Background: an optimization exercise with open tools, aiming at small area, a short achievable clock period and few clock cycles per item. Do not read the settings as production practice. Where RTL was checked, it was by simulation tests only, not by an equivalence proof against the original. The RTL of runs 5 and 6 was laid out without a check of its function.

`standard.sh`:
```
#!/bin/bash
# synth_recipe.tcl (not shown) runs the flow's synth.tcl, then flattens the netlist and writes it again
# the make line also repeats each setting of config.mk as NAME=value (left out here)
make -C /OpenROAD-flow-scripts/flow DESIGN_CONFIG=/design/flow/config.mk WORK_HOME=/design/flow/orfs CLKGATE_MAP_FILE= SYNTH_SCRIPT=/design/flow/synth_recipe.tcl "${@:-finish}"
```
`constraint.sdc`:
```
create_clock -name core_clock -period 6.0 [get_ports {clk}]
set_input_delay 1.2000 -clock core_clock [delete_from_list [all_inputs] [get_ports {clk}]]
set_output_delay 1.2000 -clock core_clock [all_outputs]
set_load 0.01 [all_outputs]
```
`design.v`:
```
`default_nettype none
package piccolo_pkg;
  function automatic logic [3:0] sbox(input logic [3:0] x);
    logic t0, t1, t2, t3;
    t0 = x[0] ^ ~(x[2] | x[3]);
    t3 = x[3] ^ ~(x[1] | x[2]);
    t2 = x[2] ^ ~(t0 | x[1]);
    t1 = x[1] ^ ~(t0 | t3);
    sbox = {t0, t3, ~t2, t1};
  endfunction
  function automatic logic [3:0] mul2(input logic [3:0] a);
    mul2 = {a[2:0], 1'b0} ^ (a[3] ? 4'h3 : 4'h0);
  endfunction
  function automatic logic [3:0] mul3(input logic [3:0] a);
    mul3 = mul2(a) ^ a;
  endfunction
  function automatic logic [15:0] mix_m(input logic [15:0] a);
    logic [3:0] a0, a1, a2, a3, d0, d1, d2, d3;
    a0 = a[15:12]; a1 = a[11:8]; a2 = a[7:4]; a3 = a[3:0];
    d0 = a0 ^ a1; d1 = a1 ^ a2; d2 = a2 ^ a3; d3 = a3 ^ a0;
    mix_m = {mul2(d0) ^ (a1 ^ d2),
             mul2(d1) ^ (a2 ^ d3),
             mul2(d2) ^ (a3 ^ d0),
             mul2(d3) ^ (a0 ^ d1)};
  endfunction
  function automatic logic [15:0] f_func(input logic [15:0] v);
    logic [15:0] a, m;
    a = {sbox(v[15:12]), sbox(v[11:8]), sbox(v[7:4]), sbox(v[3:0])};
    m = mix_m(a);
    f_func = {sbox(m[15:12]), sbox(m[11:8]), sbox(m[7:4]), sbox(m[3:0])};
  endfunction
  function automatic logic [31:0] con128(input logic [4:0] c);
    con128 = {c, 5'd0, c, 2'b00, c, 5'd0, c} ^ 32'h6547a98b;
  endfunction
  localparam logic [31:0] KS_E1 = 32'h53ac53ac;
  localparam logic [31:0] KS_E0 = 32'hc53ac53a;
  localparam logic [31:0] KS_O1 = 32'hac6ac6ac;
  localparam logic [31:0] KS_O0 = 32'h6ac6ac6a;
  function automatic logic [3:0] ksel(input logic [4:0] c);
    ksel = {KS_E1[c], KS_E0[c], KS_O1[c], KS_O0[c]};
  endfunction
  function automatic logic [63:0] rp_inv(input logic [63:0] v);
    rp_inv = {v[15:8], v[39:32], v[63:56], v[23:16], v[47:40], v[7:0], v[31:24], v[55:48]};
  endfunction
  function automatic logic [63:0] rp(input logic [63:0] v);
    rp = {v[47:40], v[7:0], v[31:24], v[55:48], v[15:8], v[39:32], v[63:56], v[23:16]};
  endfunction
endpackage
`default_nettype wire
`default_nettype none
module piccolo_round
(
  input  logic [63:0] x,
  input  logic [15:0] rk0,
  input  logic [15:0] rk1,
  output logic [63:0] y
);
  assign y = {x[63:48], x[47:32] ^ piccolo_pkg::f_func(x[63:48]) ^ rk0,
              x[31:16], x[15:0]  ^ piccolo_pkg::f_func(x[31:16]) ^ rk1};
endmodule
`default_nettype wire
`default_nettype none
module piccolo128_dec
(
  input  logic         clk,
  input  logic         reset,
  input  logic         start,
  input  logic [127:0] keyin,
  input  logic [63:0]  ciphertext,
  output logic         busy,
  output logic         done,
  output logic [63:0]  plaintext
);
  logic [127:0] r_key;
  logic [63:0]  r_s;
  logic [4:0]   r_c;           
  logic [15:0]  w_kin [8];
  logic [15:0]  w_k   [8];
  logic [3:0]   w_ksel;
  logic [31:0]  w_con;
  logic [15:0]  w_rk0, w_rk1;
  logic [63:0]  w_rnd, w_wk;
  always_comb begin
    for (int j = 0; j < 8; j++) begin
      w_kin[j] = keyin[127-16*j -: 16];
      w_k[j]   = r_key[127-16*j -: 16];
    end
  end
  assign w_ksel = piccolo_pkg::ksel(r_c);
  assign w_con  = piccolo_pkg::con128(r_c);
  assign w_rk0  = w_k[{w_ksel[3:2], 1'b0}] ^ w_con[31:16];
  assign w_rk1  = w_k[{w_ksel[1:0], 1'b1}] ^ w_con[15:0];
  piccolo_round u_round (
    .x   (r_s),
    .rk0 (w_rk0),
    .rk1 (w_rk1),
    .y   (w_rnd)
  );
  assign w_wk = (r_c == 5'd1) ?
                {w_k[0][15:8], w_k[1][7:0], 16'h0, w_k[1][15:8], w_k[0][7:0], 16'h0} : 64'h0;
  assign plaintext = piccolo_pkg::rp(r_s);
  always_ff @(posedge clk) begin
    if (!busy) begin
      r_key <= keyin;
      r_s   <= ciphertext ^ {w_kin[4][15:8], w_kin[7][7:0], 16'h0,
                             w_kin[7][15:8], w_kin[4][7:0], 16'h0};
      r_c   <= 5'd31;
    end else begin
      r_s   <= piccolo_pkg::rp_inv(w_rnd ^ w_wk);
      r_c   <= r_c - 5'd1;
    end
  end
  always_ff @(posedge clk) begin
    if (reset) begin
      busy <= 1'b0;
      done <= 1'b0;
    end else begin
      done <= busy && (r_c == 5'd1);
      if (!busy) busy <= start && !done;
      else if (r_c == 5'd1) busy <= 1'b0;
    end
  end
endmodule
`default_nettype wire
```
`config.mk`:
```
export PLATFORM = sky130hd
export DESIGN_NAME = piccolo128_dec
export DESIGN_NICKNAME = piccolo128_dec
export VERILOG_FILES = /design/flow/design.v
export SDC_FILE = /design/flow/constraint.sdc
export NUM_CORES = 4
export LEC_CHECK = 0
export CAP_MARGIN = 20
export CORE_MARGIN = 2
export CORE_UTILIZATION = 40
export CTS_BUF_LIST = sky130_fd_sc_hd__clkbuf_8
export CTS_CLUSTER_SIZE = 30
export SETUP_SLACK_MARGIN = 3.25
export SLEW_MARGIN = 20
```
`flow/run.sh`:
```
#!/bin/bash
# Standard ORFS layout, except that the port buffers are the smallest
# buffer cell instead of the delay buffer buffer_ports picks on its own.
set -euo pipefail
export BUFFER_PORTS_ARGS="-buffer_cell sky130_fd_sc_hd__buf_1"
bash standard.sh > standard_flow.log 2>&1
```
==> results of run 1 <==
==> worst paths after layout <==
check / from / to
max: r_s[62] / r_s[29]
min: r_c[2] / r_c[2]
max reg2reg: r_s[62] / r_s[29]
min reg2reg: r_c[2] / r_c[2]
==> critical path, stage by stage, from the launching register on <==
cell	delay (ps)
dfxtp_4	390
buf_4	130
nor2_1	50
maj3_1	390
a21oi_4	200
xnor3_2	500
xor2_4	190
or3_1	330
o211ai_2	130
xnor2_2	180
o21ai_1	80
==> area by class of cell <==
type                       instances  area (um^2)
inverter                          13         53.8
multi-input combinational        718         6520
fill                            2553        13600
tap                              378          473
clock inverter                    15          170
clock buffer                      17          234
timing repair buffer             336         1600
sequential                       199         5390
==> per-layer routing <==
layer / GRT usage [%] / vias up
met5: 0 / -
met4: 8.40 / 0
met3: 4.52 / 40
met2: 36.5 / 297
met1: 28.7 / 4048
li1: - / 4012
==> state kept, by name, indices dropped and copies added (netlist names) <==
register and count:
r_s 64, r_c 5, done 1, busy 1, r_key 128
==> repair_timing <==
action | in CTS | in global routing
setup endpoints to repair | 32 | 27
setup buffers | 32 | 38
hold buffers | 0 | 0
resized for setup | 94 | 80
pin swaps | 15 | 36
gates cloned | 4 | 0
==> cell families (layout without fill, tap and decap cells) <==
logic type                 Yosys count  after routing
buffers and inverters               76            381
muxes                               65             65
and+or+nand+nor                    219            219
AOI/OAI and AO/OA                  144            148
adders and majority gates            9              9
xor gates and xnor gates           277            277
DFF                                199            199
==> Yosys cell counts (3+ instances only) <==
| master | number |
|---|---|
| edfxtp_1 | 128 |
| mux2_2 | 20 |
| nand3_1 | 3 |
| mux2_4 | 3 |
| a21oi_2 | 6 |
| xor2_1 | 99 |
| o22ai_4 | 4 |
| a21o_1 | 7 |
| nand2_1 | 82 |
| o22ai_2 | 4 |
| xnor3_1 | 18 |
| buf_2 | 22 |
| o21ai_1 | 9 |
| mux2i_1 | 22 |
| mux2_1 | 4 |
| inv_1 | 13 |
| dfxtp_1 | 71 |
| maj3_1 | 6 |
| clkbuf_1 | 28 |
| buf_6 | 5 |
| buf_4 | 6 |
| o21ai_0 | 26 |
| nand2b_1 | 6 |
| nor2b_1 | 3 |
| nor3_1 | 12 |
| xnor2_1 | 138 |
| xnor2_2 | 10 |
| xor2_2 | 7 |
| mux4_2 | 15 |
| a21oi_1 | 62 |
| nor2_1 | 95 |
==> summary.md, run 1 <==
The worst setup path is launched from a flop. Wires add up to 33700 um. Measured on the finished design, the core utilization comes to 51.6%.

In the synthesized netlist the dominant register cell turns out to be edfxtp_1. The final instance area is 14400 um^2. After floorplanning, the core was divided into 61 placement rows.

The via count of the first global-routing pass came out at 8398. Adding up every negative setup slack in the final design gives 0 ps. Setup repair after global routing could not meet its margin everywhere. The slew at the pin closest to its max-slew limit is 883 ps.

The share of the synthesized area in the top cell type is 33.5%. Startpoint-to-endpoint class of the critical path: reg -> reg. In this run, the number of DRC markers left after iteration 0 of detailed routing was 536.

The library cells used most frequently in the layout, excluding fill and tap cells, are buf_1 (260), edfxtp_1 (128), xnor2_1 (108). The tightest hold path in the finished design has a slack of 601 ps. In the routed design, unresolved DRC markers number 0.

The tightest slew margin relative to the limit is 41.1%, and the wire length per cell is 20.1 um. In this run the horizontal extent of the chip is 173 um. The leading cell type in the layout, fill and taps excluded is buf_1. After synthesis, flip-flops and latches occupy 46.0% of the total area. CTS placed an instance of clkbuf_8 at the clock tree root. The average cell area after synthesis came out at 11.6 um^2. For this design the top-level I/O count stands at 261. The smallest clock period supported by the final layout is computed as 2680 ps.

The via count is 8397, and the first-pass GRT wire length is 49400 um. The highest clock frequency the design can meet was 373 MHz; the number of instances on the worst hold path was 2. The run gives 0 as the number of antenna violations at the first check in global routing. The combinational family with the most area after synthesis was XOR/XNOR gates. The logs give 989 for the cell count after synthesis and 2 for the deepest clock path buffer count. Across all register-to-register paths, the minimum setup slack is 3320 ps. The xor/xnor cell area share of the yosys netlist is 25.2%. The portion of synthesized area spent on multiplexers is 7.85%.

The number of pins with negative max-slew slack in the final report is 0. The number of clock sinks was 199; the source-to-sink clock delay at the later pin of the worst-skew pair was 490 ps. Cells with a size suffix above 1 make up 23.3% of the layout.

In this run the top signal layer used is met4. The library cell occupying the most area in the post-synthesis netlist was edfxtp_1. The tools report the amount of wire on met2 after detailed routing as 16200 um. The total area inside the core boundary comes to 28000 um^2. Before antenna repair, the detailed router went through 5 iterations.

Timing analysis after detailed placement gives a worst setup slack of 2550 ps. Setup slack closes at 3320 ps. In the routed layout, each cell is associated on average with a via count of 5.01. Clock-pin slew was measured on the worst setup and hold paths at 110 ps. By area the synthesized netlist is led by edfxtp_1 (34%), dfxtp_1 (12%), xnor2_1 (11%), xor2_1 (7.6%), xnor3_1 (3.5%).

Type of the tightest min-delay check: reg -> reg. The area growth from synthesis to layout is 26.1%. The adder and majority gate portion of the synthesized area is 0.841%. The number of hold violations in the final report came out at 0. The repair_antennas step left the layout with diodes totalling 0. The number of nets in the synthesized netlist is 1186.

The logs give 3050 ps for the critical path data arrival time and 1930 um for the met3 routed wirelength. The die covers 30000 um^2. The count of nets left with antenna violations once routing finished came out at 0. After the last flow step, the layout net total stands at 1482. The total placed instance area was 12700 um^2; the depth of the CTS H-tree was 4. The instance count after placement with tap cells included was 1570; the compound-cell area share of the yosys netlist was 8.75%. For this run, the total global-route usage over all layers was measured as 22.1%. During placement, the flow inserted port buffers numbering 260. Counting distinct cell types in the post-synthesis netlist gives 72. The logs give 1676 for the count of placed standard cells in the final layout, fillers left out and 6370 ps for the data required time of the worst path. The vertical die dimension is 173 um. TritonCTS built the clock tree. Across the routed clock network, the largest skew measured is 12.7 ps. After detailed routing, the wire length on met1 is 14500 um. Setup violations remaining at the end of the flow were counted as 0. The HPWL after detailed placement is 23500 um. The maximum fanout along the worst path was 7. The share of flip-flops with an asynchronous set or reset after synthesis is 0%.

During synthesis, Yosys emitted a total of 4 warnings. The run finished with no timing, DRC or antenna violations. Routability-driven placement finished with a final weighted congestion of 0.850. In this run, synthesis inferred 128 flip-flops with an integrated enable.

The synthesized netlist devotes 8.16% of its cell area to simple gates. Entering global routing, the biggest net connects 99 pins. The number of buffers created by CTS is 17. The logs give 40.9% for the initial cell density of the core and 11500 um^2 for the post-synthesis instance area.

The final clock period utilization by the worst path works out to 44.7%. The final global-route overflow total came out at 0. The tools report the number of max-cap violations as 0.

The worst setup path is captured at a flop. Measured in cells, the most critical reg-to-reg path has a length of 10. Counting flops and latches in the post-synthesis netlist gives 199.
Testbench counts, summed over its fixed seeds: cycles 8,440, blocks 256.
==> inputs of run 2 (changes only) <==
--- a/config.mk
+++ b/config.mk
@@ -11,3 +11,2 @@
 export CTS_BUF_LIST = sky130_fd_sc_hd__clkbuf_8
-export CTS_CLUSTER_SIZE = 30
 export SETUP_SLACK_MARGIN = 3.25
==> run 2 against run 1 <==
Routed wire length unchanged. Register-to-register slack is essentially flat. Synthesized cell count unchanged. Count of clock-buffer cells in the layout did not move. Sequential share of layout area unchanged. Still clean on timing, DRC and antenna. Hold slack did not move. Final cell count unchanged. Critical endpoint unchanged. Die area unchanged.
==> summary.md, run 2 <==
The area of the core was 28000 um^2 (unchanged); the ratio of cells with drive above 1 in the final layout was 23.3% (unchanged). The run gives 11500 um^2 (unchanged) as the post-synthesis instance area. Launch point of the worst reg-to-reg path: r_s[62] (unchanged). The number of max-cap violations is 0 (unchanged). The leading cell type in the layout, fill and taps excluded was buf_1 (unchanged). The logs give 261 (unchanged) for the count of pins on the block boundary and 6370 ps (about the same) for the data required time of the worst path. The slowest cell on the critical path was xnor3_2 (unchanged). The clock-pin slew on the worst setup and hold paths was 110 ps (about the same); the instance count after placement with tap cells included was 1570 (unchanged). The post-route antenna net violation count is 0 (unchanged). The number of buffers and inverters on the critical path is 1 (unchanged). The initial cell density of the core is 40.9% (unchanged).

The number of design rule violations left after detail routing was 0 (unchanged); the share of flip-flops with an asynchronous set or reset after synthesis was 0% (unchanged). The first-pass GRT wire length was 49400 um (unchanged); the via count was 8397 (unchanged). The post-synth net total is 1186 (unchanged), and the number of nets in the final layout is 1482 (unchanged). The critical path data arrival time was 3050 ps (about the same). Critical Path, Cell by Cell: buf_4, nor2_1, maj3_1, a21oi_4, xnor3_2, xor2_4, or3_1, o211ai_2, xnor2_2, o21ai_1 (unchanged). The least setup slack across all paths after layout was 3320 ps (unchanged); the post-synthesis cell type count was 72 (unchanged). For the end-of-flow core utilization, the log shows 51.6% (unchanged). The final global-route overflow total is 0 (unchanged).

The flow ran to the end and the layout has no timing, DRC or antenna violations. The combinational family with the most area after synthesis is XOR/XNOR gates (unchanged). Master cell of the clock root buffer: clkbuf_8 (unchanged). For the final weighted congestion in routability-driven placement, the log shows 0.850 (unchanged). The compound-cell area share of the yosys netlist is 8.75% (unchanged). Synth top area cells: edfxtp_1 (34%), dfxtp_1 (12%), xnor2_1 (11%), xor2_1 (7.6%), xnor3_1 (3.5%) (unchanged). For the HPWL after detailed placement, the log shows 23500 um (unchanged).

The average cell area after synthesis was 11.6 um^2 (unchanged). The final critical path time including I/O delays and setup came out at 2680 ps (unchanged). The tools report the worst slack at placement as 2550 ps (unchanged). The adder and majority gate portion of the synthesized area is 0.841% (unchanged), and the number of core rows is 61 (unchanged). The layout-stage area growth over the synthesis result was 26.1% (unchanged). The share of the synthesized area in the top cell type came out at 33.5% (unchanged). The floorplan die width came out at 173 um (unchanged). The simple-gate share of the synthesized area was 8.16% (unchanged). The storage element area was 5390 um^2 (unchanged); the final clock period utilization by the worst path was 44.7% (unchanged).

Wire length per cell: 20.1 um (unchanged). The cell family contributing the most delay on the critical path is XOR/XNOR gates (unchanged). The run gives 46.0% (unchanged) as the share of the yosys chip area belonging to registers. Leading cell types in the layout, fill and taps excluded: buf_1 (260), edfxtp_1 (128), xnor2_1 (108) (unchanged). The maximum fanout along the worst path works out to 7 (unchanged).

The flop and latch count out of synthesis came out at 199 (unchanged). The tools report the footprint of the multi-input gates as 6520 um^2 (unchanged). The number of synthesized flops with an enable pin is 128 (unchanged). The number of iterations in the first detailed-routing pass is 5 (unchanged), and the detailed-route vias per instance is 5.01 (unchanged). For the tightest slew margin relative to the limit, the log shows 41.1% (unchanged). The antenna diode instance count is 0 (unchanged). The flip-flop count of the largest register after layout is 128 (unchanged).

The type of the tightest min-delay check was reg -> reg (unchanged). The mux contribution to synthesized area came out at 7.85% (unchanged). The tools report the number of antenna violations at the first check in global routing as 0 (unchanged). The count of placed standard cells in the final layout, fillers left out was 1676 (unchanged).

Commonest register cell after synthesis: edfxtp_1 (unchanged). The DRC violation total after the first TritonRoute iteration was 536 (unchanged). The global routing usage summed across all routing layers is 22.1% (unchanged), and the xor/xnor cell area share of the yosys netlist is 25.2% (unchanged). The startpoint-to-endpoint class of the critical path is reg -> reg (unchanged). Hold-fix buffer count after cts: 0 (unchanged).

Register name with the most flops: r_key (unchanged). The tools report the worst hold path startpoint as r_c[2] (unchanged). The run gives 4 (unchanged) as the depth of the CTS H-tree. For the setup skew after layout, the log shows 12.7 ps (unchanged).

TritonCTS built the clock tree. For the number of endpoints failing setup at the final stage, the log shows 0 (unchanged). The tools report the category of the worst setup path launch point as a flop (unchanged). The tools report the source-to-sink clock delay at the later pin of the worst-skew pair as 490 ps (about the same).

The library cell occupying the most area in the post-synthesis netlist was edfxtp_1 (unchanged). The logs give 2553 (unchanged) for the number of fillers in the final layout and 8398 (unchanged) for the via count of the first global-routing pass. Setup repair after global routing could not meet its margin everywhere. The run gives 0 (unchanged) as the number of pins with negative max-slew slack in the final report. The count of yosys warnings during synthesis was 4 (unchanged). The delay contributed by the slowest stage of the critical path came out at 500 ps (about the same). The tools report the kind of end point of the critical path as a flop (unchanged). The tools report the total wire length as 33700 um (unchanged). Most frequent cells after synthesis: xnor2_1 (138), edfxtp_1 (128), xor2_1 (99) (unchanged). Vertical die dimension: 173 um (unchanged). Largest registers ranked by flip-flop count: r_key: 128 flops, r_s: 64 flops, r_c: 5 flops (unchanged). The slew at the pin closest to its max-slew limit works out to 883 ps (unchanged). The dominant cell by count in the synthesized netlist is xnor2_1 (unchanged).

The highest clock frequency the design can meet was 373 MHz (unchanged); the number of buffers created by CTS was 17 (unchanged). The maximum number of pins on one net before global-route repair was 99 (unchanged). The number of buffers inserted by port buffering is 260 (unchanged), and the area enclosed by the die boundary is 30000 um^2 (unchanged). The number of hold violations in the final report is 0 (unchanged), and the post-route setup TNS is 0 ps (unchanged). Number of clock sinks: 199 (unchanged). The tools report the deepest clock path buffer count as 2 (unchanged). The tools report the worst setup path startpoint as r_s[62] (unchanged).

The cell count after synthesis is 989 (unchanged).
==> run 2: final cells by class <==
| cell class | count | area share (%) |
|---|---|---|
| multi-input cells | 718 | 45.1 |
| inverters | 13 | 0.372 |
| clock buffers | 17 | 1.62 |
| flip-flops and latches | 199 | 37.3 |
| repair buffers | 336 | 11.1 |
| clock inverters | 15 | 1.18 |
| well taps | 378 | 3.27 |
==> run 2: routing by layer <==
layer	global-route usage, %	share of wire, %	vias to the layer above
met5	0	0	-
met4	8.40	3.2	0
met3	4.52	5.7	40
met2	36.5	48	297
met1	28.7	43	4048
li1	-	-	4012
==> run 2: cell families (layout without fill, tap and decap cells) <==
kind of cell / count (synthesis) / count (layout)
compound gates: 144 / 148
xor+xnor: 277 / 277
fa+ha+maj: 9 / 9
buf+inv: 76 / 381
flops: 199 / 199
mux: 65 / 65
simple gates: 219 / 219
==> run 2: what timing repair did <==
item                                    4_1_cts  5_1_grt
endpoints found under the setup margin       32       27
pin swaps                                    15       36
buffers inserted                             32       38
resized for setup                            94       80
cloned                                        4        0
==> run 2: final timing paths <==
check | endpoint | slack [ps] | depth (start not counted)
setup / recovery | r_s[29] | 3320 | 10
hold / removal | r_c[2] | 600 | 2
setup reg to reg | r_s[29] | 3320 | 10
hold reg to reg | r_c[2] | 600 | 2
==> run 2: worst register-to-register path, cell delays in order (launching register included) <==
cell and delay (ps):
dfxtp_4 390, buf_4 140, nor2_1 50, maj3_1 390, a21oi_4 200, xnor3_2 500
xor2_4 190, or3_1 330, o211ai_2 130, xnor2_2 180, o21ai_1 80
==> run 2: stage by stage <==
| step | hold WS (ps) | cell area (um^2) |
|---|---|---|
| global placement | 545 | 12700 |
| finish | 601 | 14400 |
| floorplan | 529 | 11500 |
| detailed placement | 553 | 12700 |
| CTS | 625 | 13800 |
| global route | 633 | 14400 |
==> inputs of run 3 (changes only) <==
--- a/config.mk
+++ b/config.mk
@@ -13 +13,2 @@
 export SLEW_MARGIN = 20
+export TNS_END_PERCENT = 0
==> run 3 against run 2 <==
Cell area shrank 4.8%. Via count shrank 2.1%. Synthesized cell count unchanged. Critical path depth decreased by 1. Flip-flop and latch count unchanged. Utilization decreased by 2.5 points. Sequential share of layout area rose by 1.7 points. Fmax fell by 5.5%. First-iteration DRC count rose by 5.4%.
==> summary.md, run 3 <==
The detailed-route vias per instance works out to 5.01 (about the same). Kind of end point of the critical path: a flop (unchanged). Most frequent cells after synthesis: xnor2_1 (138), edfxtp_1 (128), xor2_1 (99) (unchanged). The logs give 46.0% (unchanged) for the share of the yosys chip area belonging to registers and 0 (unchanged) for the number of endpoints failing setup at the final stage.

The maximum number of pins on one net before global-route repair is 104 (was 99). The post-synth net total was 1186 (unchanged). The register name with the most flops is r_key (unchanged). The cell count after synthesis is 989 (unchanged). The data required time of the worst path was 6360 ps (was 6370 ps). Final global-route overflow total: 0 (unchanged).

The wire length per cell was 20.2 um (was 20.1 um); the hold-fix buffer count after cts was 0 (unchanged). The average cell area after synthesis is 11.6 um^2 (unchanged). The tools report the source-to-sink clock delay at the later pin of the worst-skew pair as 490 ps (about the same). For the number of clock sinks, the log shows 199 (unchanged). The number of instances on the worst hold path was 3 (was 2); the depth of the CTS H-tree was 4 (unchanged). The clock-pin slew on the worst setup and hold paths was 120 ps (was 110 ps); the flop and latch count out of synthesis was 199 (unchanged). Total wire length: 33100 um (was 33700 um). Largest registers ranked by flip-flop count: r_key: 128 flops, r_s: 64 flops, r_c: 5 flops (unchanged). The logs give 1446 (was 1482) for the number of nets in the final layout and 12700 um^2 (about the same) for the total placed instance area.

Type of the tightest min-delay check: reg -> reg (unchanged). The ratio of cells with drive above 1 in the final layout was 17.8% (was 23.3%). The run gives 3200 ps (was 3050 ps) as the critical path data arrival time. The post-route setup TNS was 0 ps (unchanged); the initial cell density of the core was 40.9% (unchanged). The final instance area was 13800 um^2 (was 14400 um^2). The final weighted congestion in routability-driven placement is 0.847 (was 0.850). The category of the worst setup path launch point is a flop (unchanged). The run gives 72 (unchanged) as the post-synthesis cell type count.

The via count is 8218 (was 8397). The share of the synthesized area in the top cell type is 33.5% (unchanged). The maximum fanout along the worst path is 5 (was 7). The tools report the master cell of the clock root buffer as clkbuf_8 (unchanged). The worst slack at placement is 2480 ps (was 2550 ps), and the number of hold violations in the final report is 0 (unchanged).

The DRC violation total after the first TritonRoute iteration is 565 (was 536). Tightest slew margin relative to the limit: 33.3% (was 41.1%). Leading cell types in the layout, fill and taps excluded: buf_1 (260), edfxtp_1 (128), xnor2_1 (121) (was buf_1 (260), edfxtp_1 (128), xnor2_1 (108)).

The logs give 0 (unchanged) for the number of max-cap violations and 0 (unchanged) for the number of design rule violations left after detail routing. The library cell occupying the most area in the post-synthesis netlist is edfxtp_1 (unchanged). Number of fillers in the final layout: 2637 (was 2553).

TritonCTS built the clock tree. The final clock period utilization by the worst path was 47.3% (was 44.7%). Setup repair after global routing could not meet its margin everywhere. First-pass GRT wire length: 49200 um (was 49400 um).

The number of cells on the worst reg-to-reg path is 9 (was 10). The deepest clock path buffer count is 2 (unchanged). The run gives 4 (unchanged) as the count of yosys warnings during synthesis. The floorplan die width is 173 um (unchanged).

The global routing usage summed across all routing layers is 22.0% (was 22.1%). The final critical path time including I/O delays and setup is 2840 ps (was 2680 ps). Startpoint-to-endpoint class of the critical path: reg -> reg (unchanged).

For the number of antenna violations at the first check in global routing, the log shows 1 (was 0). The antenna diode instance count came out at 0 (unchanged). The flip-flop count of the largest register after layout works out to 128 (unchanged).

Least setup slack across all paths after layout: 3160 ps (was 3320 ps). The slew at the pin closest to its max-slew limit works out to 1000 ps (was 883 ps). The commonest register cell after synthesis is edfxtp_1 (unchanged). The run gives 61 (unchanged) as the number of core rows.

Synth top area cells: edfxtp_1 (34%), dfxtp_1 (12%), xnor2_1 (11%), xor2_1 (7.6%), xnor3_1 (3.5%) (unchanged). The vertical die dimension was 173 um (unchanged). The run gives 23700 um (was 23500 um) as the HPWL after detailed placement. The dominant cell by count in the synthesized netlist was xnor2_1 (unchanged). Area enclosed by the die boundary: 30000 um^2 (unchanged). For the number of iterations in the first detailed-routing pass, the log shows 4 (was 5). The logs give 11500 um^2 (unchanged) for the post-synthesis instance area and 21.1 ps (was 12.7 ps) for the setup skew after layout.

The number of buffers inserted by port buffering was 260 (unchanged). Leading cell type in the layout, fill and taps excluded: buf_1 (unchanged). The logs give 261 (unchanged) for the count of pins on the block boundary and 8220 (was 8398) for the via count of the first global-routing pass. The layout-stage area growth over the synthesis result was 20.1% (was 26.1%). The run gives 17 (unchanged) as the number of buffers created by CTS. Share of flip-flops with an asynchronous set or reset after synthesis: 0% (unchanged). Post-route antenna net violation count: 0 (unchanged). The highest clock frequency the design can meet was 352 MHz (was 373 MHz).

The flow ran to the end and the layout has no timing, DRC or antenna violations. The number of pins with negative max-slew slack in the final report is 0 (unchanged). The end-of-flow core utilization came out at 49.1% (was 51.6%). The run gives 28000 um^2 (unchanged) as the area of the core. The number of synthesized flops with an enable pin was 128 (unchanged).
==> run 3: cell counts after synthesis <==
No cell type changed its count.
==> run 3: area by class of cell <==
cell class / count / area, um^2 / share of cell area, %
inverters: 13 / 53.8 / 0.391
clock inverters: 15 / 164 / 1.19
multi-input cells: 716 / 6160 / 44.8
well taps: 378 / 473 / 3.44
clock buffers: 17 / 234 / 1.70
repair buffers: 302 / 1310 / 9.51
flip-flops and latches: 199 / 5370 / 39.0
==> run 3: per-layer routing <==
layer / vias up / global-route usage (%) / routed length, um
met5: - / 0 / 13
met4: 2 / 4.84 / 462
met3: 34 / 3.79 / 1620
met2: 280 / 37.1 / 15900
met1: 3974 / 29.7 / 15000
li1: 3928 / - / -
==> run 3: kinds of logic (layout without fill, tap and decap cells) <==
logic type | count (synthesis) | after routing | share of synthesized area, %
DFF | 199 | 199 | 46.0
buffers and inverters | 76 | 347 | 3.27
AOI/OAI and AO/OA | 144 | 146 | 8.75
xor gates and xnor gates | 277 | 277 | 25.2
and+or+nand+nor | 219 | 219 | 8.16
adders and majority gates | 9 | 9 | 0.841
muxes | 65 | 65 | 7.85
==> run 3: final timing paths <==
path,from,endpoint,slack [ps]
hold / removal,done,busy,580
hold reg to reg,done,busy,580
setup / recovery,r_s[62],r_s[52],3160
setup reg to reg,r_s[62],r_s[52],3160
==> run 3: through the flow <==
step | hold slack (ps) | std cells
2_1_floorplan | 538 | 989
4_1_cts | 592 | 1623
3_3_place_gp | 557 | 1571
6_report | 576 | 1640
3_5_place_dp | 571 | 1571
5_1_grt | 669 | 1640
==> run 3: worst max-delay path, stage by stage (launching register included) <==
cell	delay, ps
dfxtp_4	420
mux2_2	380
o22ai_4	230
xor2_2	240
xnor3_1	390
xnor2_2	210
mux2_1	350
o221ai_2	180
xnor2_1	200
a21oi_1	110
==> run 3: what timing repair did <==
action                     4_1_cts  5_1_grt
setup buffers                   18       17
gates resized for setup         74       19
hold endpoints to repair         0        0
pin swaps                        8       10
gates cloned                     2        0
setup endpoints to repair       32       28
==> inputs of run 4 (changes only) <==
--- a/config.mk
+++ b/config.mk
@@ -11,4 +11,3 @@
 export CTS_BUF_LIST = sky130_fd_sc_hd__clkbuf_8
-export SETUP_SLACK_MARGIN = 3.25
+export SETUP_SLACK_MARGIN = 3.1
 export SLEW_MARGIN = 20
-export TNS_END_PERCENT = 0
==> run 4 against run 3 <==
Still clean on timing, DRC and antenna. Fmax grew 0.51%. Global-route usage rose by 0.084 points. Flip-flop and latch count unchanged. Clock skew fell by 2.0 ps. Synthesized cell count stayed put. Routed wire length increased by 0.33%. Largest cell class unchanged. Highest routed layer unchanged.
==> summary.md, run 4 <==
The post-synth net total is 1186 (unchanged). Library cell occupying the most area in the post-synthesis netlist: edfxtp_1 (unchanged). The number of cells on the worst reg-to-reg path came out at 9 (unchanged). The tools report the number of design rule violations left after detail routing as 0 (unchanged).

TritonCTS built the clock tree. For the global routing usage summed across all routing layers, the log shows 22.0% (about the same). Count of pins on the block boundary: 261 (unchanged).

The clock-pin slew on the worst setup and hold paths was 110 ps (was 120 ps); the initial cell density of the core was 40.9% (unchanged). The tools report the master cell of the clock root buffer as clkbuf_8 (unchanged). The final global-route overflow total is 0 (unchanged). The number of max-cap violations was 0 (unchanged); the deepest clock path buffer count was 2 (unchanged). The run gives 0 (unchanged) as the number of endpoints failing setup at the final stage. The highest routed metal layer was met5 (unchanged). The logs give 4 (unchanged) for the count of yosys warnings during synthesis and 7995 (was 8220) for the via count of the first global-routing pass.

The logs give 11500 um^2 (unchanged) for the post-synthesis instance area and 1438 (was 1446) for the number of nets in the final layout. The number of clock sinks is 199 (unchanged), and the slew at the pin closest to its max-slew limit is 892 ps (was 1000 ps). The number of synthesized flops with an enable pin was 128 (unchanged). The number of iterations in the first detailed-routing pass was 5 (was 4); the highest clock frequency the design can meet was 354 MHz (was 352 MHz).

The detailed-route vias per instance is 5.01 (about the same), and the number of buffers created by CTS is 17 (unchanged). For the area of the core, the log shows 28000 um^2 (unchanged). The number of pins with negative max-slew slack in the final report was 0 (unchanged); the post-synthesis cell type count was 72 (unchanged).

The category of the worst setup path launch point was a flop (unchanged). The critical path data arrival time was 3160 ps (was 3200 ps). The commonest register cell after synthesis is edfxtp_1 (unchanged). The run gives 6340 ps (was 6360 ps) as the data required time of the worst path. The share of flip-flops with an asynchronous set or reset after synthesis is 0% (unchanged). Cell family contributing the most delay on the critical path: XOR/XNOR gates (unchanged). The depth of the CTS H-tree is 4 (unchanged). Critical Path, Cell by Cell: nor2_1, maj3_1, a21oi_4, xnor3_1, xnor2_2, mux2_1, o221ai_2, xnor2_1, a21oi_1 (was mux2_2, o22ai_4, xor2_2, xnor3_1, xnor2_2, mux2_1, o221ai_2, xnor2_1, a21oi_1). The tools report the kind of end point of the critical path as a flop (unchanged).

The register name with the most flops is r_key (unchanged). The ratio of cells with drive above 1 in the final layout works out to 18.0% (was 17.8%). Setup repair after global routing could not meet its margin everywhere.

The tools report the setup skew after layout as 19.1 ps (was 21.1 ps). The average cell area after synthesis works out to 11.6 um^2 (unchanged). The flow ran to the end and the layout has no timing, DRC or antenna violations. The startpoint-to-endpoint class of the critical path is reg -> reg (unchanged). The post-route antenna net violation count was 0 (unchanged). The critical path depth came out at 9 (unchanged). The flop and latch count out of synthesis was 199 (unchanged). For the first-pass GRT wire length, the log shows 49000 um (was 49200 um). The source-to-sink clock delay at the later pin of the worst-skew pair came out at 490 ps (about the same).

The number of fillers in the final layout is 2627 (was 2637), and the number of buffers and inverters on the critical path is 0 (unchanged). The maximum number of pins on one net before global-route repair is 100 (was 104), and the wire length on met1 is 14500 um (was 15000 um). The type of the tightest min-delay check was reg -> reg (unchanged). The leading cell type in the layout, fill and taps excluded was buf_1 (unchanged). The layout-stage area growth over the synthesis result is 19.5% (was 20.1%), and the post-route setup TNS is 0 ps (unchanged). The antenna diode instance count is 0 (unchanged), and the cell count after synthesis is 989 (unchanged). The final clock period utilization by the worst path is 47.1% (was 47.3%). The flip-flop count of the largest register after layout is 128 (unchanged). Most frequent cells after synthesis: xnor2_1 (138), edfxtp_1 (128), xor2_1 (99) (unchanged).

The via count is 8179 (was 8218), and the area enclosed by the die boundary is 30000 um^2 (unchanged). Leading cell types in the layout, fill and taps excluded: buf_1 (260), edfxtp_1 (128), xnor2_1 (120) (was buf_1 (260), edfxtp_1 (128), xnor2_1 (121)). The run gives 40.6% (was 33.3%) as the tightest slew margin relative to the limit. Largest registers ranked by flip-flop count: r_key: 128 flops, r_s: 64 flops, r_c: 5 flops (unchanged). Synth top area cells: edfxtp_1 (34%), dfxtp_1 (12%), xnor2_1 (11%), xor2_1 (7.6%), xnor3_1 (3.5%) (unchanged). The floorplan die width is 173 um (unchanged), and the wire length per cell is 20.3 um (was 20.2 um). For the number of core rows, the log shows 61 (unchanged).

The tools report the number of hold violations in the final report as 0 (unchanged). The tools report the share of the yosys chip area belonging to registers as 46.0% (unchanged). The met3 routed wirelength is 1900 um (was 1620 um). The dominant cell by count in the synthesized netlist was xnor2_1 (unchanged). The total wire length was 33200 um (was 33100 um); the DRC violation total after the first TritonRoute iteration was 443 (was 565). The final weighted congestion in routability-driven placement was 0.893 (was 0.847).

The slowest cell on the critical path is dfxtp_4 (unchanged). The amount of wire on met2 after detailed routing is 15600 um (was 15900 um), and the share of the synthesized area in the top cell type is 33.5% (unchanged). The number of buffers inserted by port buffering came out at 260 (unchanged). Maximum fanout along the worst path: 8 (was 5).

The number of instances on the worst hold path is 3 (unchanged). The final critical path time including I/O delays and setup is 2830 ps (was 2840 ps).

The delay contributed by the slowest stage of the critical path was 470 ps (was 420 ps); the vertical die dimension was 173 um (unchanged). The HPWL after detailed placement is 24000 um (was 23700 um). The number of antenna violations at the first check in global routing is 1 (unchanged).
## run 4: cell families after synthesis
family | count (synthesis) | synth area share [%]
adders and majority gates | 9 | 0.841
AOI/OAI and AO/OA | 144 | 8.75
xor gates and xnor gates | 277 | 25.2
DFF | 199 | 46.0
buffers and inverters | 76 | 3.27
muxes | 65 | 7.85
and+or+nand+nor | 219 | 8.16
## run 4: layout make-up
cell class | instances | area, um^2 | area share [%]
tap | 378 | 473 | 3.46
clock buffer | 17 | 234 | 1.71
multi-input combinational | 716 | 6190 | 45.2
timing repair buffer | 294 | 1250 | 9.11
clock inverter | 15 | 140 | 1.02
inverter | 13 | 53.8 | 0.393
sequential | 199 | 5350 | 39.1
## run 4: final timing paths
check | slack (ps) | end | startpoint
worst min-delay path | 590 | busy | done
worst max register to register | 3170 | r_s[52] | r_s[50]
worst min register to register | 590 | busy | done
worst max-delay path | 3170 | r_s[52] | r_s[50]
## run 4: worst reg2reg max path, delay by kind of cell, from the launching register on
kind	cells	cell delay, ps
AO/OA/AOI/OAI	3	490
XOR/XNOR	3	900
adder cells (fa/ha/maj)	1	390
flip-flops	1	470
multiplexers	1	360
AND/OR/NAND/NOR	1	80
## run 4: stage by stage
stage	hold slack, ps	util (%)	area (um^2)	cells	setup slack (ps)
after floorplan	538	-	11500	989	3120
after global placement	549	45.3	12700	1572	2390
after detailed placement	561	45.3	12700	1572	2320
after CTS	584	47.7	13300	1613	3090
after global routing	618	48.9	13700	1632	3020
final	585	48.9	13700	1632	3170
## run 4: repair_timing
action | in CTS | in global routing
cloned | 2 | 0
hold buffers | 0 | 0
pin swaps | 5 | 9
setup endpoints to repair | 32 | 25
gates resized for setup | 62 | 34
setup buffers | 7 | 19
## run 4: routing by layer
| layer | track usage [%] | up-vias |
|---|---|---|
| met5 | 0 | - |
| met4 | 9.11 | 2 |
| met3 | 4.69 | 41 |
| met2 | 35.6 | 299 |
| met1 | 28.9 | 3922 |
| li1 | - | 3915 |
==> inputs of run 5 (changes only) <==
--- a/design.v
+++ b/design.v
@@ -82,2 +82,3 @@
   logic [63:0]  w_rnd, w_wk;
+  logic         r_idle;        
   always_comb begin
@@ -102,3 +103,3 @@
   always_ff @(posedge clk) begin
-    if (!busy) begin
+    if (r_idle) begin
       r_key <= keyin;
@@ -114,8 +115,14 @@
     if (reset) begin
-      busy <= 1'b0;
-      done <= 1'b0;
+      busy   <= 1'b0;
+      r_idle <= 1'b1;
+      done   <= 1'b0;
     end else begin
       done <= busy && (r_c == 5'd1);
-      if (!busy) busy <= start && !done;
-      else if (r_c == 5'd1) busy <= 1'b0;
+      if (!busy) begin
+        busy   <= start && !done;
+        r_idle <= !(start && !done);
+      end else if (r_c == 5'd1) begin
+        busy   <= 1'b0;
+        r_idle <= 1'b1;
+      end
     end
--- a/config.mk
+++ b/config.mk
@@ -11,3 +11,3 @@
 export CTS_BUF_LIST = sky130_fd_sc_hd__clkbuf_8
-export SETUP_SLACK_MARGIN = 3.1
+export SETUP_SLACK_MARGIN = 3.25
 export SLEW_MARGIN = 20
==> run 5 against run 4 <==
Cell area rose by 10%. Count of clock-buffer cells in the layout did not move. Critical path type unchanged. Clock skew down 4.8 ps. Largest cell class unchanged.
==> summary.md, run 5 <==
The flow ran to the end and the layout has no timing, DRC or antenna violations. The number of antenna violations at the first check in global routing was 3 (was 1). Largest registers ranked by flip-flop count: r_key: 128 flops, r_s: 64 flops, r_c: 5 flops (unchanged).

The post-synthesis instance area is 11400 um^2 (was 11500 um^2). Leading cell types in the layout, fill and taps excluded: buf_1 (260), edfxtp_1 (128), nand2_1 (118) (was buf_1 (260), edfxtp_1 (128), xnor2_1 (120)). The count of pins on the block boundary is 261 (unchanged). The number of nets in the final layout is 1531 (was 1438), and the number of clock sinks is 200 (was 199). The kind of end point of the critical path is a flop (unchanged).

The depth of the CTS H-tree came out at 4 (unchanged). Dominant cell by count in the synthesized netlist: xnor2_1 (unchanged). The leading cell type in the layout, fill and taps excluded was buf_1 (unchanged).

The number of design rule violations left after detail routing is 0 (unchanged). Critical Path, Cell by Cell: mux2_2, a221oi_4, buf_4, xor2_2, xnor2_2, o21a_1, o211ai_1, xnor2_2, o21ai_1 (was nor2_1, maj3_1, a21oi_4, xnor3_1, xnor2_2, mux2_1, o221ai_2, xnor2_1, a21oi_1). The tools report the data required time of the worst path as 6350 ps (was 6340 ps).

The flop and latch count out of synthesis is 200 (was 199). The number of iterations in the first detailed-routing pass is 5 (unchanged). The flip-flop count of the largest register after layout is 128 (unchanged).

The detailed-route vias per instance is 5.05 (was 5.01). The type of the tightest min-delay check was reg -> reg (unchanged). Category of the worst setup path launch point: a flop (unchanged). The number of max-cap violations is 0 (unchanged), and the source-to-sink clock delay at the later pin of the worst-skew pair is 490 ps (about the same).

The HPWL after detailed placement came out at 26000 um (was 24000 um). Synth top area cells: edfxtp_1 (34%), dfxtp_1 (13%), xnor2_1 (12%), xor2_1 (7.7%), nand2_1 (3.9%) (was edfxtp_1 (34%), dfxtp_1 (12%), xnor2_1 (11%), xor2_1 (7.6%), xnor3_1 (3.5%)). The slowest cell on the critical path is dfxtp_4 (unchanged). The global routing usage summed across all routing layers is 23.2% (was 22.0%). The startpoint-to-endpoint class of the critical path was reg -> reg (unchanged). The library cell occupying the most area in the post-synthesis netlist was edfxtp_1 (unchanged). The average cell area after synthesis works out to 11.5 um^2 (was 11.6 um^2). Setup repair after global routing could not meet its margin everywhere. The post-synthesis cell type count is 61 (was 72).

The tools report the master cell of the clock root buffer as clkbuf_8 (unchanged). Most frequent cells after synthesis: xnor2_1 (152), edfxtp_1 (128), nand2_1 (118) (was xnor2_1 (138), edfxtp_1 (128), xor2_1 (99)). Share of the synthesized area in the top cell type: 33.7% (was 33.5%). The final clock period utilization by the worst path was 46.0% (was 47.1%).

The commonest register cell after synthesis is edfxtp_1 (unchanged). TritonCTS built the clock tree. The register name with the most flops was r_key (unchanged). For the setup skew after layout, the log shows 14.3 ps (was 19.1 ps).

The ratio of cells with drive above 1 in the final layout is 26.0% (was 18.0%). The number of buffers inserted by port buffering is 260 (unchanged). For the via count, the log shows 8714 (was 8179).

The tools report the number of hold violations in the final report as 0 (unchanged). The area of the core was 27900 um^2 (was 28000 um^2); the floorplan die width was 173 um (about the same). The run gives 51600 um (was 49000 um) as the first-pass GRT wire length. The critical path data arrival time came out at 3110 ps (was 3160 ps). The final weighted congestion in routability-driven placement was 0.933 (was 0.893). For the worst slack at placement, the log shows 2030 ps (was 2320 ps).

The share of the yosys chip area belonging to registers was 46.3% (was 46.0%); the number of fillers in the final layout was 2462 (was 2627). The final global-route overflow total is 0 (unchanged). The run gives 362 MHz (was 354 MHz) as the highest clock frequency the design can meet. The number of buffers created by CTS was 17 (unchanged); the deepest clock path buffer count was 2 (unchanged). The DRC violation total after the first TritonRoute iteration is 754 (was 443). The tightest slew margin relative to the limit was 36.8% (was 40.6%); the vertical die dimension was 173 um (about the same). The number of synthesized flops with an enable pin was 128 (unchanged); the number of pins with negative max-slew slack in the final report was 0 (unchanged). The delay contributed by the slowest stage of the critical path is 450 ps (was 470 ps). The tools report the number of endpoints failing setup at the final stage as 0 (unchanged). The layout-stage area growth over the synthesis result came out at 32.0% (was 19.5%). The count of yosys warnings during synthesis came out at 4 (unchanged). The clock-pin slew on the worst setup and hold paths works out to 110 ps (about the same). The cell that appears most often on the critical path is xnor2_2. The number of instances on the worst hold path is 2 (was 3). The number of cells on the worst reg-to-reg path is 9 (unchanged). Hold-fix buffer count after cts: 0 (unchanged). The maximum number of pins on one net before global-route repair was 198 (was 100).

The least setup slack across all paths after layout was 3240 ps (was 3170 ps); the total wire length was 36300 um (was 33200 um). The initial cell density of the core was 40.8% (was 40.9%); the maximum fanout along the worst path was 7 (was 8). The post-synth net total is 1192 (was 1186), and the final critical path time including I/O delays and setup is 2760 ps (was 2830 ps). Cell count after synthesis: 995 (was 989).

The share of flip-flops with an asynchronous set or reset after synthesis was 0% (unchanged); the via count of the first global-routing pass was 8422 (was 7995). Number of core rows: 61 (unchanged). The wire length per cell is 21.0 um (was 20.3 um).

The area enclosed by the die boundary was 29900 um^2 (was 30000 um^2); the post-route setup TNS was 0 ps (unchanged). The post-route antenna net violation count was 0 (unchanged); the slew at the pin closest to its max-slew limit was 949 ps (was 892 ps).
-- run 5: cell types whose count changed after synthesis, moves of 5 or more --
cell,change
nor2_1,-42
nand2_1,+36
o21ai_0,+30
a21oi_1,-27
xnor2_1,+14
o21ai_1,+11
xnor2_2,-7
a21oi_2,-6
buf_4,-5
mux2i_1,+5
-- run 5: metrics by stage --
stage	utilization, %	instance area (um^2)	cells	hold WS, ps
2_1_floorplan	-	11500	995	511
3_3_place_gp	45.5	12700	1580	501
3_5_place_dp	45.5	12700	1580	504
4_1_cts	50.6	14100	1666	521
5_1_grt	53.9	15100	1725	557
6_report	53.9	15100	1726	512
-- run 5: cells by family after synthesis --
family,Yosys count,synth area share (%)
xor gates and xnor gates,285,25.5
adders and majority gates,5,0.482
muxes,69,8.13
AOI/OAI and AO/OA,154,9.02
DFF,200,46.3
buffers and inverters,71,2.76
and+or+nand+nor,211,7.80
-- run 5: final cells by class --
type | count | area (um^2) | area share (%)
well taps | 378 | 473 | 3.14
flip-flops and latches | 200 | 5420 | 36.0
clock inverters | 15 | 120 | 0.798
clock buffers | 17 | 234 | 1.55
repair buffers | 380 | 2070 | 13.8
multi-input cells | 724 | 6690 | 44.4
inverters | 11 | 45.0 | 0.299
diodes | 1 | 2.50 | 0.0166
-- run 5: what timing repair did --
item	4_1_cts	5_1_grt
setup buffers	53	58
gates resized for setup	128	87
pin swaps	32	56
hold endpoints to repair	0	0
cloned	1	1
setup endpoints to repair	32	25
-- run 5: final timing paths --
check	from	end	slack [ps]
worst max-delay path	r_s[52]	r_s[25]	3240
worst min-delay path	busy	r_idle	510
worst max register to register	r_s[52]	r_s[25]	3240
worst min register to register	busy	r_idle	510
-- run 5: critical path, delay by kind of cell (launching register included) --
kind	cells	cell delay, ps
AO/OA/AOI/OAI	4	960
XOR/XNOR	3	600
buffers and inverters	1	230
flip-flops	1	450
multiplexers	1	380
-- run 5: per-layer routing --
metal  part of all wire, %  GRT usage [%]  routed length [um]
met4                   2.3           7.17                 818
met5                 0.039              0                  14
met2                    49           37.8               17700
met3                   6.2           4.49                2250
met1                    43           31.2               15500
==> inputs of run 6 (changes only) <==
--- a/config.mk
+++ b/config.mk
@@ -11,3 +11,3 @@
 export CTS_BUF_LIST = sky130_fd_sc_hd__clkbuf_8
-export SETUP_SLACK_MARGIN = 3.25
+export SETUP_SLACK_MARGIN = 3.5
 export SLEW_MARGIN = 20
==> run 6 against run 5 <==
Worst setup slack lost 0.62 ps. Critical endpoint is now r_s[56]. Still clean. First-iteration DRC count shrank 2.3%. Hold slack gained 12 ps. Via count grew 4.3%. Sequential share of layout area shrank 2.0 points. Register-to-register slack is essentially flat. Synthesized area is the same. Highest routed layer is now met4. Fmax is essentially flat. Largest cell class unchanged. Cell area grew 5.8%.
==> summary.md, run 6 <==
Startpoint-to-endpoint class of the critical path: reg -> reg (unchanged).

Leading cell types in the layout, fill and taps excluded: buf_1 (256), edfxtp_1 (128), buf_4 (127) (was buf_1 (260), edfxtp_1 (128), nand2_1 (118)). The floorplan die width came out at 173 um (unchanged). Number of clock sinks: 200 (unchanged). The layer carrying the most global-route usage was met2 (unchanged). The number of design rule violations left after detail routing is 0 (unchanged).

The setup skew after layout is 24.6 ps (was 14.3 ps), and the tightest slew margin relative to the limit is 30.6% (was 36.8%). The wire length per cell works out to 21.2 um (was 21.0 um). Via count of the first global-routing pass: 8972 (was 8422). Synth top area cells: edfxtp_1 (34%), dfxtp_1 (13%), xnor2_1 (12%), xor2_1 (7.7%), nand2_1 (3.9%) (unchanged). The data required time of the worst path was 6340 ps (was 6350 ps); the number of max-cap violations was 0 (unchanged).

The number of cells on the worst reg-to-reg path was 10 (was 9); the final weighted congestion in routability-driven placement was 0.974 (was 0.933). Launch point of the worst reg-to-reg path: r_s[30] (was r_s[52]). The count of pins on the block boundary was 261 (unchanged); the depth of the CTS H-tree was 4 (unchanged). The first-pass GRT wire length is 53700 um (was 51600 um). The flop and latch count out of synthesis is 200 (unchanged). The tools report the sink of the worst hold path as r_idle (unchanged). The number of iterations in the first detailed-routing pass came out at 5 (unchanged).

The run gives 15900 um^2 (was 15100 um^2) as the final instance area. The run gives 1192 (unchanged) as the post-synth net total. The post-route setup TNS was 0 ps (unchanged). For the via count, the log shows 9092 (was 8714). For the DRC violation total after the first TritonRoute iteration, the log shows 737 (was 754). For the total wire length, the log shows 37800 um (was 36300 um). The logs give 3100 ps (was 3110 ps) for the critical path data arrival time and 17 (unchanged) for the number of buffers created by CTS. The number of endpoints failing setup at the final stage is 0 (unchanged), and the maximum number of pins on one net before global-route repair is 173 (was 198).

The flow ran to the end and the layout has no timing, DRC or antenna violations. Compound-cell area share of the yosys netlist: 9.02% (unchanged). For the hold-fix buffer count after cts, the log shows 0 (unchanged). The logs give 27900 um^2 (unchanged) for the area of the core and 3240 ps (about the same) for the least setup slack across all paths after layout.

Post-synthesis instance area: 11400 um^2 (unchanged). The run gives 2440 ps (was 2030 ps) as the worst slack at placement. The average cell area after synthesis is 11.5 um^2 (unchanged). The global-route track usage on met1 is 31.0% (was 31.2%). TritonCTS built the clock tree. The simple-gate share of the synthesized area is 7.80% (unchanged). The register name with the most flops was r_key (unchanged). The area enclosed by the die boundary was 29900 um^2 (unchanged). The library cell occupying the most area in the post-synthesis netlist is edfxtp_1 (unchanged). For the total placed instance area, the log shows 13000 um^2 (was 12700 um^2).

Master cell of the clock root buffer: clkbuf_8 (unchanged). The worst-case register-to-register setup slack is 3240 ps (about the same), and the number of buffers inserted by port buffering is 260 (unchanged). HPWL after detailed placement: 25500 um (was 26000 um).

Number of synthesized flops with an enable pin: 128 (unchanged). Setup repair after global routing could not meet its margin everywhere. The commonest register cell after synthesis is edfxtp_1 (unchanged). The vertical die dimension is 173 um (unchanged).

Adder and majority gate portion of the synthesized area: 0.482% (unchanged). Share of flip-flops with an asynchronous set or reset after synthesis: 0% (unchanged). The count of yosys warnings during synthesis came out at 4 (unchanged).

The leading cell type in the layout, fill and taps excluded was buf_1 (unchanged). The maximum fanout along the worst path is 6 (was 7), and the ratio of cells with drive above 1 in the final layout is 32.1% (was 26.0%). The dominant cell by count in the synthesized netlist was xnor2_1 (unchanged). Most frequent cells after synthesis: xnor2_1 (152), edfxtp_1 (128), nand2_1 (118) (unchanged). For the number of hold violations in the final report, the log shows 0 (unchanged). The combinational family with the most area after synthesis was XOR/XNOR gates (unchanged). Number of instances on the worst hold path: 2 (unchanged). The global-route met3 utilization is 5.04% (was 4.49%), and the final global-route overflow total is 0 (unchanged). The global routing usage summed across all routing layers is 24.1% (was 23.2%).

Type of the tightest min-delay check: reg -> reg (unchanged). The number of antenna violations at the first check in global routing is 1 (was 3), and the detailed-route vias per instance is 5.10 (was 5.05). The endpoint of the worst-slack reg-to-reg timing path is r_s[56] (was r_s[25]). The xor/xnor cell area share of the yosys netlist is 25.5% (unchanged). The category of the worst setup path launch point was a flop (unchanged). The storage element area was 5420 um^2 (about the same). The footprint of the multi-input gates is 6960 um^2 (was 6690 um^2). The logs give 362 MHz (about the same) for the highest clock frequency the design can meet and 2 (unchanged) for the deepest clock path buffer count. For the number of fillers in the final layout, the log shows 2365 (was 2462).

The post-route antenna net violation count is 0 (unchanged), and the layout-stage area growth over the synthesis result is 39.7% (was 32.0%). The final clock period utilization by the worst path was 46.0% (about the same). The routing usage on met2 came out at 39.3% (was 37.8%). The mux contribution to synthesized area was 8.13% (unchanged); the number of core rows was 61 (unchanged).

The flip-flop count of the largest register after layout came out at 128 (unchanged). Largest registers ranked by flip-flop count: r_key: 128 flops, r_s: 64 flops, r_c: 5 flops (unchanged). For the number of pins with negative max-slew slack in the final report, the log shows 0 (unchanged). The clock-pin slew on the worst setup and hold paths is 120 ps (was 110 ps). For the source-to-sink clock delay at the later pin of the worst-skew pair, the log shows 500 ps (was 490 ps).

The slew at the pin closest to its max-slew limit came out at 1040 ps (was 949 ps). The kind of end point of the critical path is a flop (unchanged). The initial cell density of the core came out at 40.8% (unchanged).

Worst hold path startpoint: busy (unchanged). The share of the yosys chip area belonging to registers is 46.3% (unchanged). The post-synthesis cell type count was 61 (unchanged).

The final critical path time including I/O delays and setup is 2760 ps (about the same), and the hold slack is 524 ps (was 512 ps). The share of the synthesized area in the top cell type is 33.7% (unchanged). The number of nets in the final layout was 1587 (was 1531); the cell count after synthesis was 995 (unchanged).
## run 6: cell counts after synthesis
Identical to the previous run, type by type.
## run 6: how the worst max path moves through the flow
stage / start / to / slack, ps
after floorplan: r_s[26] / r_s[16] / 3440
after global placement: r_c[1] / r_s[56] / 2510
after detailed placement: r_c[1] / r_s[56] / 2440
after CTS: r_s[30] / r_s[20] / 3310
after global routing: r_s[25] / r_s[16] / 3120
final: r_s[30] / r_s[56] / 3240
## run 6: layout make-up
type	count	share of cell area, %
tap	378	2.97
clock inverter	15	0.809
antenna	1	0.0157
inverter	11	0.283
sequential	200	34.0
multi-input combinational	724	43.7
clock buffer	17	1.47
timing repair buffer	436	16.8
## run 6: repair_timing
item                                    in CTS  in global routing
resized for setup                          159                105
endpoints found under the setup margin      80                 36
gates cloned                                 2                  0
buffers inserted                           110                 58
pin swaps                                   78                 70
## run 6: critical path: stages (launching register included)
cell	delay, ps
dfxtp_4	410
mux2_4	320
o22ai_4	210
buf_4	160
buf_4	110
xnor3_1	450
xor2_4	200
o211a_1	230
a211oi_2	230
xnor2_2	190
o21ai_1	90
## run 6: metrics by stage
stage	std cells	utilization (%)
2_1_floorplan	995	-
5_1_grt	1781	57.0
3_5_place_dp	1579	46.5
3_3_place_gp	1579	46.5
4_1_cts	1723	53.7
6_report	1782	57.1
## run 6: cell families (layout without fill, tap and decap cells)
family	after synthesis	in the layout
mux	69	69
simple gates	211	211
xor+xnor	285	285
compound gates	154	154
flops	200	200
fa+ha+maj	5	5
other cells	0	1
buf+inv	71	479
## run 6: layer usage
metal	share of wire (%)	wire length [um]
met1	41	15500
met2	48	18100
met3	6.4	2400
met4	4.7	1770
met5	0	0
==> inputs of run 7 (changes only) <==
--- a/design.v
+++ b/design.v
@@ -81,4 +81,3 @@
   logic [15:0]  w_rk0, w_rk1;
-  logic [63:0]  w_rnd, w_wk;
-  logic         r_idle;        
+  logic [63:0]  w_rnd;
   always_comb begin
@@ -99,7 +98,6 @@
   );
-  assign w_wk = (r_c == 5'd1) ?
-                {w_k[0][15:8], w_k[1][7:0], 16'h0, w_k[1][15:8], w_k[0][7:0], 16'h0} : 64'h0;
-  assign plaintext = piccolo_pkg::rp(r_s);
+  assign plaintext = piccolo_pkg::rp(r_s) ^
+                     {w_k[0][15:8], w_k[1][7:0], 16'h0, w_k[1][15:8], w_k[0][7:0], 16'h0};
   always_ff @(posedge clk) begin
-    if (r_idle) begin
+    if (!busy) begin
       r_key <= keyin;
@@ -109,3 +107,3 @@
     end else begin
-      r_s   <= piccolo_pkg::rp_inv(w_rnd ^ w_wk);
+      r_s   <= piccolo_pkg::rp_inv(w_rnd);
       r_c   <= r_c - 5'd1;
@@ -115,14 +113,8 @@
     if (reset) begin
-      busy   <= 1'b0;
-      r_idle <= 1'b1;
-      done   <= 1'b0;
+      busy <= 1'b0;
+      done <= 1'b0;
     end else begin
       done <= busy && (r_c == 5'd1);
-      if (!busy) begin
-        busy   <= start && !done;
-        r_idle <= !(start && !done);
-      end else if (r_c == 5'd1) begin
-        busy   <= 1'b0;
-        r_idle <= 1'b1;
-      end
+      if (!busy) busy <= start && !done;
+      else if (r_c == 5'd1) busy <= 1'b0;
     end
--- a/config.mk
+++ b/config.mk
@@ -11,3 +11,3 @@
 export CTS_BUF_LIST = sky130_fd_sc_hd__clkbuf_8
-export SETUP_SLACK_MARGIN = 3.5
+export SETUP_SLACK_MARGIN = 3.25
 export SLEW_MARGIN = 20
==> run 7 against run 6 <==
Fmax increased by 0.37%. First-iteration DRC count shrank 29%. Final cell count down 10%. Die area decreased by 0.25%. Routed wire length fell by 16%. Synthesized area decreased by 0.25%.
==> summary.md, run 7 <==
TritonCTS built the clock tree. The maximum number of pins on one net before global-route repair is 105 (was 173). The number of endpoints failing setup at the final stage is 0 (unchanged), and the count of pins on the block boundary is 261 (unchanged). Clock-pin slew on the worst setup and hold paths: 120 ps (about the same).

The via count is 7925 (was 9092), and the deepest clock path buffer count is 2 (unchanged). Dominant cell by count in the synthesized netlist: xnor2_1 (unchanged). The number of clock sinks is 199 (was 200), and the number of nets in the final layout is 1408 (was 1587).

Leading cell types in the layout, fill and taps excluded: buf_1 (260), edfxtp_1 (128), xnor2_1 (118) (was buf_1 (256), edfxtp_1 (128), buf_4 (127)). The type of the tightest min-delay check was reg -> reg (unchanged). The number of max-cap violations is 0 (unchanged), and the flip-flop count of the largest register after layout is 128 (unchanged). The layout-stage area growth over the synthesis result came out at 23.6% (was 39.7%).

The depth of the CTS H-tree was 4 (unchanged). The share of the synthesized area in the top cell type came out at 33.8% (was 33.7%).

The run finished with no timing, DRC or antenna violations. Post-synth net total: 1132 (was 1192). Master cell of the clock root buffer: clkbuf_8 (unchanged). The least setup slack across all paths after layout was 3250 ps (was 3240 ps). The run gives 0 (was 1) as the number of antenna violations at the first check in global routing. The final clock period utilization by the worst path is 45.8% (was 46.0%), and the flop and latch count out of synthesis is 199 (was 200). Largest registers ranked by flip-flop count: r_key: 128 flops, r_s: 64 flops, r_c: 5 flops (unchanged). The number of buffers and inverters on the critical path was 1 (was 2); the number of synthesized flops with an enable pin was 128 (unchanged). The number of core rows is 61 (unchanged). The startpoint-to-endpoint class of the critical path was reg -> reg (unchanged). The detailed-route vias per instance is 4.95 (was 5.10), and the wire length per cell is 19.8 um (was 21.2 um). The tightest slew margin relative to the limit came out at 34.0% (was 30.6%).
==> run 7: cell types whose count changed in the layout (fill, tap and decap cells not counted), sizes merged, moves of 9 or more <==
| cell | change |
|---|---|
| a21oi | +9 |
| buf | -105 |
| mux2 | +34 |
| nand2 | -64 |
| o21ai | -40 |
| xor2 | -11 |
==> run 7: stage by stage <==
stage / utilization, % / instance area [um^2] / cells / hold slack (ps)
2_1_floorplan: - / 11400 / 935 / 552
3_3_place_gp: 44.6 / 12500 / 1502 / 552
3_5_place_dp: 44.6 / 12500 / 1502 / 552
4_1_cts: 47.8 / 13400 / 1551 / 582
5_1_grt: 50.4 / 14100 / 1602 / 617
6_report: 50.4 / 14100 / 1602 / 587
==> run 7: final timing paths <==
path / end / slack [ps] / startpoint / cells past startpoint
max: r_s[56] / 3250 / r_c[0] / 11
min: busy / 590 / done / 3
max reg2reg: r_s[56] / 3250 / r_c[0] / 11
min reg2reg: busy / 590 / done / 3
==> run 7: logic make-up after synthesis <==
logic type | count (synthesis) | synth area share (%)
adders and majority gates | 5 | 0.484
AOI/OAI and AO/OA | 120 | 7.18
and+or+nand+nor | 153 | 5.97
buffers and inverters | 82 | 4.00
xor gates and xnor gates | 275 | 24.8
DFF | 199 | 46.3
muxes | 101 | 11.3
==> run 7: final cells by class <==
| class | count | area (um^2) |
|---|---|---|
| clock inverter | 15 | 156 |
| fill | 2558 | 13900 |
| tap | 378 | 473 |
| multi-input combinational | 656 | 6280 |
| inverter | 7 | 33.8 |
| clock buffer | 17 | 234 |
| timing repair buffer | 330 | 1520 |
| sequential | 199 | 5370 |
==> run 7: worst register-to-register path: cells and delay by family (launching register included) <==
kind	cells	cell delay, ps
buffers and inverters	1	50
muxes	2	590
DFF	1	410
xor gates and xnor gates	2	420
AOI/OAI and AO/OA	4	870
adders and majority gates	1	210
and+or+nand+nor	1	60
==> run 7: layer usage <==
layer / vias up / part of all wire [%] / wire length [um] / GRT usage [%]
li1: 3792 / - / - / -
met2: 247 / 49 / 15600 / 34.9
met5: - / 0 / 0 / 0
met1: 3871 / 43 / 13700 / 27.0
met3: 15 / 5.8 / 1830 / 4.42
met4: 0 / 1.7 / 553 / 5.83
==> run 7: what timing repair did <==
item | CTS | global route
setup endpoints to repair | 32 | 29
buffers inserted | 15 | 51
hold endpoints to repair | 0 | 0
gates resized for setup | 91 | 64
pin swaps | 20 | 33
cloned | 2 | 0
Testbench counts of run 7, summed over its fixed seeds: cycles 8,440, blocks 256.

[separate check: timing with driven ports]
In the flow no input, the clock included, has a driving cell. The finished layouts below were timed again as built, in two steps.
Step 1, drivers: a clkbuf_16 drives clk and a buf_2 each remaining input, both assumed.
Step 2, shift: input delay + t, output delay - t, t = (earliest + latest rising clock arrival at the registers) / 2. This alone moves slack from input paths to output paths.
a / b / c = no drivers / after step 1 / after step 2; a / b = the first two.
run | t, ns | setup slack, ns | worst hold slack (ns) | worst setup path at the end | worst data-port slew with drivers (ns)
run 1 | 0.526 | 3.317 / 3.317 / 3.317 | 0.601 / 0.601 / 0.601 | register to register | 0.04
run 2 | 0.526 | 3.317 / 3.317 / 3.317 | 0.601 / 0.601 / 0.601 | register to register | 0.04
run 3 | 0.525 | 3.160 / 3.160 / 3.160 | 0.576 / 0.576 / 0.576 | register to register | 0.07
run 4 | 0.527 | 3.175 / 3.175 / 3.175 | 0.585 / 0.585 / 0.585 | register to register | 0.07
run 5 | 0.529 | 3.241 / 3.241 / 3.241 | 0.512 / 0.512 / 0.512 | register to register | 0.08
run 6 | 0.538 | 3.240 / 3.240 / 3.240 | 0.524 / 0.524 / 0.524 | register to register | 0.06
run 7 | 0.518 | 3.250 / 3.250 / 3.250 | 0.587 / 0.587 / 0.587 | register to register | 0.05
After both steps every run listed still meets setup and hold.
